This is an optimization exercise on Yosys and OpenROAD, whose aim is small area, a short achievable clock period and few clock cycles per item, not a production implementation.
Where RTL was checked, it was by simulation tests only, not by an equivalence proof against the original.
Power figures rest on the tool's default switching activity, not on a simulated workload.

// execCluster
module execCluster
(
    input  logic           clk,
    input  logic           rst,
    input  logic           inValid,
    output logic           inReady,
    input  logic [128:0]   inPkt,      
    output logic           outValid,
    input  logic           outReady,
    output logic [136:0]   outPkt      
);
Size in the first run: ~550 flip-flops, ~31000 um^2 of cells after synthesis.
Settings: LEC_CHECK=0, ABC_CLOCK_PERIOD_IN_PS=2000, CAP_MARGIN=20, CORE_MARGIN=2, CORE_UTILIZATION=60, PLACE_DENSITY=0.7, SETUP_SLACK_MARGIN=3.3, SLEW_MARGIN=20; clock period 6.5 ns.
standard.sh (not shown) runs the stock make flow with config.mk's settings and CLKGATE_MAP_FILE= SYNTH_SCRIPT=/design/flow/synth_recipe.tcl, a recipe that flattens the netlist after the stock synthesis.
==> flow/flow/run.sh <==
#!/bin/bash
# The standard ORFS layout, with the smallest buffer as the port buffer
# cell (every input and output port still gets its own buffer).
set -euo pipefail
bash standard.sh "BUFFER_PORTS_ARGS=-buffer_cell sky130_fd_sc_hd__buf_1" finish > standard_flow.log 2>&1
Next try:
- CTS_BUF_LIST: unset -> sky130_fd_sc_hd__clkbuf_4 sky130_fd_sc_hd__clkbuf_8
Outcome: Core utilization went up by 0.31 points; design area rose by 0.43%; worst hold slack stays flat; synthesized area stays the same; critical path depth is unchanged; clock-buffer cell count grows by 50; worst setup slack is worse by 0.026 ns; global-route usage increases by 0.73 points; routed wire length barely changes; maximum frequency goes down by 0.78%.
No functional check of the RTL was part of any run of this note.


== main ==
Another version of the RTL of execCluster (not shown whole).
Size: about 2700 cells after synthesis, roughly 270 I/O pins.
// execCluster
module execCluster
(
    input  logic           clk,
    input  logic           rst,
    input  logic           inValid,
    output logic           inReady,
    input  logic [128:0]   inPkt,      
    output logic           outValid,
    input  logic           outReady,
    output logic [136:0]   outPkt      
);
==> flow/config.mk <==
export PLATFORM = sky130hd
export DESIGN_NAME = execCluster
export DESIGN_NICKNAME = execCluster
export VERILOG_FILES = /design/flow/design.v
export SDC_FILE = /design/flow/constraint.sdc
export NUM_CORES = 4
export LEC_CHECK = 0
export ABC_CLOCK_PERIOD_IN_PS = 2000
export CAP_MARGIN = 20
export CORE_MARGIN = 2
export CORE_UTILIZATION = 60
export PLACE_DENSITY = 0.7
export SETUP_SLACK_MARGIN = 2.5
export SLEW_MARGIN = 20
==> flow/constraint.sdc <==
create_clock -name core_clock -period 6.5 [get_ports {clk}]
set_input_delay 1.3000 -clock core_clock [delete_from_list [all_inputs] [get_ports {clk}]]
set_output_delay 1.3000 -clock core_clock [all_outputs]
set_load 0.01 [all_outputs]
run.sh (not shown) runs the stock make flow with config.mk's settings and CLKGATE_MAP_FILE= SYNTH_SCRIPT=/design/flow/synth_recipe.tcl, a recipe that flattens the netlist after the stock synthesis.
Stock flow here: none of the scripts above is used.
The flow did not stop early for main: all stages ran, and the layout cleared the timing, DRC and antenna checks.
Inputs modified between main and the feature branch:
- a change of SETUP_SLACK_MARGIN from 2.5 to 0.2
- a change of ABC_CLOCK_PERIOD_IN_PS from 2000 to 3000
[summary]
- | final cell count | lower: the feature branch |
- As far as count of mapped cells out of synthesis is concerned, the feature branch and main perform about the same.
- Comparing main and the feature branch, the lower routed wire length was measured on the feature branch.
- Between main and the feature branch, the difference in met3 layer usage reported by global route is negligible.
- The feature branch against main; wire length the detailed router placed on met1 is down slightly.
- In terms of fraction of area in clock buffers and inverters, the feature branch and main differ only marginally.
- In the flow results for main and the feature branch, the maximum VDD drop is larger on main.
- From main to the feature branch the numbers moved as follows: cell count of the worst reg-to-reg path shrank by 2; hold slack higher.
No run of this note included a check of the RTL's function; only the layout flow was run.


== run A ==
Another version of the RTL of execCluster (not shown whole).
Size: ~550 flip-flops.
Settings: LEC_CHECK=0, ABC_CLOCK_PERIOD_IN_PS=2000, CAP_MARGIN=20, CORE_MARGIN=2, CORE_UTILIZATION=50, CTS_CLUSTER_DIAMETER=100, CTS_CLUSTER_SIZE=30, PLACE_DENSITY=0.65, SETUP_SLACK_MARGIN=3.4, SLEW_MARGIN=20; clock period 6.5 ns.
standard.sh (not shown) runs the stock make flow with config.mk's settings and CLKGATE_MAP_FILE= SYNTH_SCRIPT=/design/flow/synth_recipe.tcl, a recipe that flattens the netlist after the stock synthesis.
Scripts as last shown in full above: flow/flow/run.sh
Run A: done, clean on timing, DRC and antenna
Testbench counts of run A, summed over its fixed seeds: cycles 8,299, items 7,200.
### run A -> run B
diff --git a/flow/config.mk b/flow/config.mk
--- a/flow/config.mk
+++ b/flow/config.mk
@@ -10,7 +10,7 @@
 export CORE_MARGIN = 2
-export CORE_UTILIZATION = 50
+export CORE_UTILIZATION = 55
 export CTS_CLUSTER_DIAMETER = 100
 export CTS_CLUSTER_SIZE = 30
-export PLACE_DENSITY = 0.65
-export SETUP_SLACK_MARGIN = 3.4
+export PLACE_DENSITY = 0.7
+export SETUP_SLACK_MARGIN = 3.5
 export SLEW_MARGIN = 20
## What came out
- Compared with run A, run B ends up with more cell area.
- Global-route usage was lower in run A than in run B.
- Relative to run A, largest stage delay on the critical path has decreased by 0.16 ns in run B.
- From run B to run A, total I/O pin count did not move at all.
Setup changes, run B to run C
diff --git a/flow/config.mk b/flow/config.mk
--- a/flow/config.mk
+++ b/flow/config.mk
@@ -10,7 +10,5 @@
 export CORE_MARGIN = 2
-export CORE_UTILIZATION = 55
-export CTS_CLUSTER_DIAMETER = 100
-export CTS_CLUSTER_SIZE = 30
+export CORE_UTILIZATION = 60
 export PLACE_DENSITY = 0.7
-export SETUP_SLACK_MARGIN = 3.5
+export SETUP_SLACK_MARGIN = 3.3
 export SLEW_MARGIN = 20
[summary]
- First-pass GRT wire length, run C and run B, higher one = run C.
- For worst hold slack, run B and run C come out practically identical.
- Worst endpoint required time is lower on run B
- Sort run C and run B by combined area of the multi-input logic cells, ascending, and run C comes first.
- Run C vs. run B: worst slew margin relative to its limit went up by 0.50 points.
- The run showing the smaller utilization is run B.
- For run C and run B, there was not a single run that failed to finish clean.
- Between run C and run B, it is run C whose post-route fraction of the period consumed by the critical path is higher, by 3.3 points.
- ~same overall routed net length in run C and run B
- Share of power burned in the clock network, run C and run B, higher one = run C.
For run D, these inputs were changed with respect to run C:
diff --git a/flow/config.mk b/flow/config.mk
--- a/flow/config.mk
+++ b/flow/config.mk
@@ -10,5 +10,8 @@
 export CORE_MARGIN = 2
-export CORE_UTILIZATION = 60
-export PLACE_DENSITY = 0.7
-export SETUP_SLACK_MARGIN = 3.3
+export CORE_UTILIZATION = 50
+export CTS_CLUSTER_DIAMETER = 100
+export CTS_CLUSTER_SIZE = 30
+export GPL_ROUTABILITY_DRIVEN = 0
+export PLACE_DENSITY = 0.65
+export SETUP_SLACK_MARGIN = 3.5
 export SLEW_MARGIN = 20
==> results.txt <==
- On total iterations of the first detailed-routing run: between run D and run C, it ends up higher for run D.
- Per the comparison of run D with run C, layout-stage area growth over the synthesis result held; slew at the pin closest to its max-slew limit went down 0.0072 ns.
- From run D to run C, count of sequential standard cells did not move at all.
- Run D reports its worst setup path endpoint as outPkt[130] while run C reports oAlu[5]$_DFFE_PP_.
- The beginning of the critical path comes out hd[147]$_DFFE_PP_ in one run and oWbAlu$_SDFFCE_PP0P_ in the other, namely in run C and run D respectively.
- Between run D and run C, clock group share of total power is higher for run C, run D comes in under that.

re-timing with driven ports:
The results above use ideal ports. As a check the final layouts listed here were re-extracted and re-timed, cells and wires unchanged.
Step 1 (the two cells are an assumption about what drives the block):
set clk [get_ports {clk}]
set_driving_cell -lib_cell sky130_fd_sc_hd__clkbuf_16 $clk
set_driving_cell -lib_cell sky130_fd_sc_hd__buf_2 [delete_from_list [all_inputs] $clk]
Step 2 moves the port delays by t, midway between the first and last clock arrival at a register: inputs arrive t later, outputs are due t later. That takes back most of the time a late clock gives input paths.
Slacks: ideal ports / drivers / drivers and shift; pairs: ideal ports / drivers.
run | t, ns | setup slack, ns | worst setup path after step 2
the first run of note 1 | 0.691 | 3.153 / 3.153 / 2.614 | input to register
the second run of note 1 | 0.742 | 3.126 / 3.126 / 2.620 | input to register
main | 0.685 | 2.083 / 2.083 / 2.030 | input to register
the feature branch | 0.685 | 1.062 / 1.062 / 1.062 | register to register
run A | 0.666 | 3.354 / 3.339 / 3.208 | input to register
run B | 0.674 | 3.402 / 3.341 / 3.107 | input to register
run C | 0.682 | 3.188 / 3.188 / 3.053 | input to register
run D | 0.681 | 3.390 / 3.324 / 3.156 | input to register
After both steps every run listed still meets setup and hold. For the first run of note 1, which loses most, drivers alone change the setup slack by 0.000 ns; drivers and shift together by -0.539 ns.
